What follows belongs to an exercise in optimizing a design on an open flow for small area and a short achievable clock period; a production flow would make more cautious choices. In this exercise RTL edits were held to simulation tests only and were not proved equivalent to the original. No activity file was given, so power comes from the tool's default toggle rates.

==> inputs of job 4508 <==
## ddr2_cmd_responder
module ddr2_cmd_responder #(
  parameter int BA_BITS      = 3,
  parameter int ADDR_BITS    = 13,
  parameter int DQ_BITS      = 16,
  parameter int DM_BITS      = 2,
  parameter int COL_IDX_BITS = 4
) (
  input  logic                 clk,
  input  logic                 rst,
  input  logic                 cke,
  input  logic                 cs_n,
  input  logic                 ras_n,
  input  logic                 cas_n,
  input  logic                 we_n,
  input  logic [BA_BITS-1:0]   ba,
  input  logic [ADDR_BITS-1:0] addr,
  input  logic [DQ_BITS-1:0]   dq_in,
  input  logic [DM_BITS-1:0]   dm,
  output logic [DQ_BITS-1:0]   dq_out,
  output logic                 dq_oe,
  output logic                 ready,
  output logic                 err,
  output logic [2:0]           err_code
);
clock: 5.5 ns
lec_check: 0
cap_margin: 20
core_margin: 2
core_utilization: 50
place_density: 0.6
slew_margin: 20
run.sh (not shown) runs the stock make flow with config.mk's settings and CLKGATE_MAP_FILE= SYNTH_SCRIPT=/design/flow/synth_recipe.tcl, a recipe that flattens the netlist after the stock synthesis.
==> job 899: changes against job 4508 <==
--- a/flow/design.v
+++ b/flow/design.v
@@ -42,21 +42,24 @@
   logic [1:0]       clm2_q;           
   logic             bl8_q;
   logic [NBANK-1:0] open_q;
   logic             busy_q, aact_q, rd_q, bbl8_q;
   logic [1:0]       wait_q;
   logic [2:0]       beat_q;
   logic [BA_BITS-1:0]      bank_q;
-  logic [COL_IDX_BITS-1:0] start_q;
+  logic [COL_IDX_BITS-1:0] bcol_q;    
   logic             err_q;
+  logic             ready_o, err_o;   
   logic [2:0]       code_q;
   logic             rv_q;             
-  logic [NBANK-1:0] rbank_q;          
-  logic [NBANK-1:0][DM_BITS-1:0] wbank_q;   
-  logic [NCOL-1:0]  col_q;            
+  logic             rv2_q;            
+  logic [DQ_BITS-1:0] rdat_q;         
+  logic [NBANK-1:0][DM_BITS-1:0] wbank_n;   
+  logic [NCOL-1:0]  col_n;            
+  logic [DEPTH-1:0] rsel;             
   logic [DQ_BITS-1:0] wdata_q;
   logic             dq_oe_q;
   logic [DQ_BITS-1:0] dq_out_q;
   logic open_ba;
   assign open_ba = open_q[ba];
   logic e_ninit, e_mode, e_ref, e_act, e_closed, e_ovl, new_err;
   logic [2:0] new_code;
@@ -67,101 +70,165 @@
   assign e_closed = c_rw && rdy_q && !open_ba;
   assign e_ovl    = c_rw && rdy_q && open_ba && busy_q;
   assign new_err  = e_ninit || e_mode || e_ref || e_act || e_closed || e_ovl;
   assign new_code = {e_ref || e_closed || e_ovl,
                      e_mode || e_act || e_ovl,
                      e_ninit || e_act || e_closed};
   logic accept, aev, last;
-  logic [COL_IDX_BITS-1:0] mask, bcol;
+  logic [COL_IDX_BITS-1:0] mask, bcol, bnext;
   assign accept = c_rw && rdy_q && open_ba && !busy_q;
   assign aev    = aact_q && (wait_q == 2'd0);
   assign last   = (beat_q[1:0] == 2'b11) && (beat_q[2] || !bbl8_q);
   assign mask   = bbl8_q ? COL_IDX_BITS'(7) : COL_IDX_BITS'(3);
-  assign bcol   = (start_q & ~mask) | ((start_q + COL_IDX_BITS'(beat_q)) & mask);
+  assign bcol   = bcol_q;
+  assign bnext  = (bcol_q & ~mask) | ((bcol_q + COL_IDX_BITS'(1)) & mask);
   always_ff @(posedge clk) begin
     if (rst) begin
       pw_q    <= 1'b1;
       wm_q    <= 1'b0;
       rdy_q   <= 1'b0;
       clm2_q  <= 2'd1;
       bl8_q   <= 1'b0;
       open_q  <= '0;
       busy_q  <= 1'b0;
       aact_q  <= 1'b0;
       err_q   <= 1'b0;
       code_q  <= 3'd0;
+      ready_o <= 1'b0;
+      err_o   <= 1'b0;
     end else begin
       pw_q  <= pw_q && !cke;
       wm_q  <= (wm_q && !(c_mrs && ba0)) || (wpa && c_pre && addr[10]);
       rdy_q <= rdy_q || (wm_q && c_mrs && ba0);
+      ready_o <= ready_o || (wm_q && c_mrs && ba0);
+      err_o   <= err_o || new_err;
       if (c_mrs && ba0 && mode_ok) begin
         clm2_q <= 2'(addr[6:4] - 3'd2);
         bl8_q  <= addr[0];
       end
       for (int b = 0; b < NBANK; b++) begin
         if (c_pre && (addr[10] || ba == BA_BITS'(b))) open_q[b] <= 1'b0;
         else if (c_act && rdy_q && ba == BA_BITS'(b)) open_q[b] <= 1'b1;
       end
       if (!busy_q) begin
         busy_q <= accept;
         aact_q <= accept;
       end else begin
         if (aev && last) aact_q <= 1'b0;
-        if ((aev && last && !rd_q) || !aact_q) busy_q <= 1'b0;
+        if ((aev && last && !rd_q) || (!aact_q && !rv_q)) busy_q <= 1'b0;
       end
       if (!err_q) begin
         err_q  <= new_err;
         code_q <= new_code;
       end
     end
   end
   always_ff @(posedge clk) begin
     if (!busy_q) begin
       rd_q    <= we_n;
       bank_q  <= ba;
-      start_q <= addr[COL_IDX_BITS-1:0];
+      bcol_q  <= addr[COL_IDX_BITS-1:0];
       bbl8_q  <= bl8_q;
-      wait_q  <= clm2_q;
+      wait_q  <= we_n ? clm2_q - 2'd1 : clm2_q;    
       beat_q  <= 3'd0;
     end else if (aact_q) begin
       if (wait_q != 2'd0) wait_q <= wait_q - 2'd1;
-      else                beat_q <= beat_q + 3'd1;
+      else begin
+        beat_q <= beat_q + 3'd1;
+        bcol_q <= bnext;
+      end
     end
   end
   always_ff @(posedge clk) begin
     rv_q    <= aev && rd_q && !rst;
     for (int b = 0; b < NBANK; b++) begin
-      rbank_q[b] <= aev && rd_q && !rst && bank_q == BA_BITS'(b);
       for (int y = 0; y < DM_BITS; y++)
-        wbank_q[b][y] <= aev && !rd_q && !rst && bank_q == BA_BITS'(b) && !dm[y];
-    end
-    for (int c = 0; c < NCOL; c++) col_q[c] <= (bcol == COL_IDX_BITS'(c));
+        wbank_n[b][y] <= !(aev && !rd_q && !rst && bank_q == BA_BITS'(b) && !dm[y]);
+    end
+    for (int c = 0; c < NCOL; c++) col_n[c] <= (bcol != COL_IDX_BITS'(c));
+    for (int w = 0; w < DEPTH; w++)
+      rsel[w] <= aev && rd_q && !rst && bank_q == BA_BITS'(w / NCOL) && bcol == COL_IDX_BITS'(w % NCOL);
     wdata_q <= dq_in;
   end
   logic [DEPTH-1:0][DQ_BITS-1:0] mem_q;
+  logic [DEPTH-1:0][DM_BITS-1:0] wen;
+  for (genvar w = 0; w < DEPTH; w++) begin : g_word
+    for (genvar y = 0; y < DM_BITS; y++) begin : g_byte
+      ddr2_nor2 u_we (.a(wbank_n[w / NCOL][y]), .b(col_n[w % NCOL]), .y(wen[w][y]));
+      always_ff @(posedge clk)
+        if (wen[w][y]) mem_q[w][y*BYTE_W +: BYTE_W] <= wdata_q[y*BYTE_W +: BYTE_W];
+    end
+  end
+  localparam int N1 = (DEPTH + 2) / 3;       
+  localparam int N2 = (N1 + 3) / 4;          
+  localparam int N3 = (N2 + 3) / 4;          
   logic [DQ_BITS-1:0] rdat;
-  always_ff @(posedge clk) begin
-    for (int w = 0; w < DEPTH; w++)
-      for (int y = 0; y < DM_BITS; y++)
-        if (wbank_q[w / NCOL][y] && col_q[w % NCOL])
-          mem_q[w][y*BYTE_W +: BYTE_W] <= wdata_q[y*BYTE_W +: BYTE_W];
-  end
-  always_comb begin
-    rdat = '0;
-    for (int w = 0; w < DEPTH; w++)
-      if (rbank_q[w / NCOL] && col_q[w % NCOL]) rdat = rdat | mem_q[w];
+  for (genvar b = 0; b < DQ_BITS; b++) begin : g_bit
+    logic [N1-1:0] l1;
+    logic [N2-1:0] l2;
+    logic [N3-1:0] l3;
+    for (genvar g = 0; g < N1; g++) begin : g_l1
+      if (3*g + 2 < DEPTH) begin : g_3
+        ddr2_aoi222 u (.a0(rsel[3*g]),   .b0(mem_q[3*g][b]),
+                       .a1(rsel[3*g+1]), .b1(mem_q[3*g+1][b]),
+                       .a2(rsel[3*g+2]), .b2(mem_q[3*g+2][b]), .y(l1[g]));
+      end else begin : g_2
+        ddr2_aoi22 u (.a0(rsel[3*g]),   .b0(mem_q[3*g][b]),
+                      .a1(rsel[3*g+1]), .b1(mem_q[3*g+1][b]), .y(l1[g]));
+      end
+    end
+    for (genvar g = 0; g < N2; g++) begin : g_l2
+      if (4*g + 3 < N1) begin : g_4
+        ddr2_nand4 u (.a(l1[4*g]), .b(l1[4*g+1]), .c(l1[4*g+2]), .d(l1[4*g+3]), .y(l2[g]));
+      end else begin : g_3
+        ddr2_nand3 u (.a(l1[4*g]), .b(l1[4*g+1]), .c(l1[4*g+2]), .y(l2[g]));
+      end
+    end
+    for (genvar g = 0; g < N3; g++) begin : g_l3
+      if (4*g + 3 < N2) begin : g_4
+        ddr2_nor4 u (.a(l2[4*g]), .b(l2[4*g+1]), .c(l2[4*g+2]), .d(l2[4*g+3]), .y(l3[g]));
+      end else begin : g_3
+        ddr2_nor3 u (.a(l2[4*g]), .b(l2[4*g+1]), .c(l2[4*g+2]), .y(l3[g]));
+      end
+    end
+    assign rdat[b] = !(&l3);
   end
   always_ff @(posedge clk) begin
     if (rst) begin
       dq_oe_q  <= 1'b0;
       dq_out_q <= '0;
     end else begin
-      dq_oe_q  <= rv_q;
-      dq_out_q <= rdat;
-    end
+      dq_oe_q  <= rv2_q;
+      dq_out_q <= rdat_q;
+    end
+  end
+  always_ff @(posedge clk) begin
+    rv2_q  <= rv_q && !rst;
+    rdat_q <= rst ? '0 : rdat;
   end
   assign dq_out   = dq_out_q;
   assign dq_oe    = dq_oe_q;
-  assign ready    = rdy_q;
-  assign err      = err_q;
+  assign ready    = ready_o;
+  assign err      = err_o;
   assign err_code = code_q;
 endmodule
+module ddr2_nor2 (input logic a, b, output logic y);
+  assign y = !(a || b);
+endmodule
+module ddr2_aoi222 (input logic a0, b0, a1, b1, a2, b2, output logic y);
+  assign y = !((a0 && b0) || (a1 && b1) || (a2 && b2));
+endmodule
+module ddr2_aoi22 (input logic a0, b0, a1, b1, output logic y);
+  assign y = !((a0 && b0) || (a1 && b1));
+endmodule
+module ddr2_nand4 (input logic a, b, c, d, output logic y);
+  assign y = !(a && b && c && d);
+endmodule
+module ddr2_nand3 (input logic a, b, c, output logic y);
+  assign y = !(a && b && c);
+endmodule
+module ddr2_nor4 (input logic a, b, c, d, output logic y);
+  assign y = !(a || b || c || d);
+endmodule
+module ddr2_nor3 (input logic a, b, c, output logic y);
+  assign y = !(a || b || c);
+endmodule
- CTS_CLUSTER_DIAMETER: default -> 60
- CTS_CLUSTER_SIZE: default -> 26
- SETUP_SLACK_MARGIN: default -> 3.0
- SYNTH_HIERARCHICAL: default -> 1
- SYNTH_MINIMUM_KEEP_SIZE: default -> 0
==> notes.md <==
Instance count after placement with tap cells included: job 4508 6596; job 899 5975
Pin slew with the least headroom to its limit: job 4508 1.29 ns; job 899 1.18 ns
Die Y-Extent: job 4508 404 microns; job 899 400 microns
Post-route insts no fill: job 4508 6996; job 899 6235
Setup slack of the critical path after layout: job 4508 1.84 ns; job 899 2.85 ns
Global-route track usage on met2: job 4508 54.3%; job 899 40.2%
Placed cell areas: job 4508 0.0829 sq mm; job 899 0.0817 sq mm
Fill cell total of the finished layout: job 4508 12.2k; job 899 11.8k
Per-instance average area after synthesis: job 4508 17.0 sq um; job 899 20.4 sq um
Routed length on met1: job 4508 103 mm; job 899 83.1 mm
Number of non-clock buffers in the layout: job 4508 173; job 899 102
Insertion delay of the later-clocked pin in the worst-skew pair: job 4508 0.86 ns; job 899 0.81 ns
Flip-flop and latch share of the layout cell area: job 4508 71.3%; job 899 76.7%
Instance count of the mapped netlist: job 4508 4701; job 899 3851
Standard cell core area: job 4508 0.159 sq mm; job 899 0.156 sq mm
Number of synthesized register bits: job 4508 2156; job 899 2295
Area grow syn2layout: job 4508 12.2%; job 899 10.8%
Clock buffers and inverters, area share: job 4508 7.47%; job 899 5.49%
Outcome: job 4508 timing/DRC/antenna clean; job 899 timing/DRC/antenna clean
DR vias/cell: job 4508 7.16; job 899 6.73
Clock sink total: job 4508 2156; job 899 2295
Final clock skew: job 4508 0.0356 ns; job 899 0.0425 ns
Relative contribution of combinational cells to total power: job 4508 1.7%; job 899 0.9%
Cts bufs inserted: job 4508 208; job 899 135
Number of DRC markers after the initial detailed-route iteration: job 4508 9175; job 899 7844

==> re-timing with driven ports <==
Ports are ideal in the flow. The routed layouts listed here were re-timed in OpenROAD.
Step 1, drivers: a clkbuf_16 drives clk and a buf_2 each remaining input, both assumed.
Step 2 times the ports against the registers' clock, not the clock port: input delays grow and output delays shrink by t, the midpoint of the rising clock arrivals with the driver on.
a / b / c = no drivers / after step 1 / after step 2; a / b = the first two.
| run | t, ns | setup slack, ns | hold WS [ns] | worst data-port slew with drivers (ns) |
|---|---|---|---|---|
| job 4508 | 0.925 | 1.836 / 1.836 / 1.836 | 0.439 / 0.439 / 0.439 | 0.04 |
| job 899 | 0.863 | 2.850 / 2.850 / 2.222 | 0.444 / 0.444 / 0.444 | 0.13 |
After both steps every run listed still meets setup and hold. The setup slack of job 899, which loses most, moves by 0.000 ns with the drivers and by -0.628 ns with both steps.
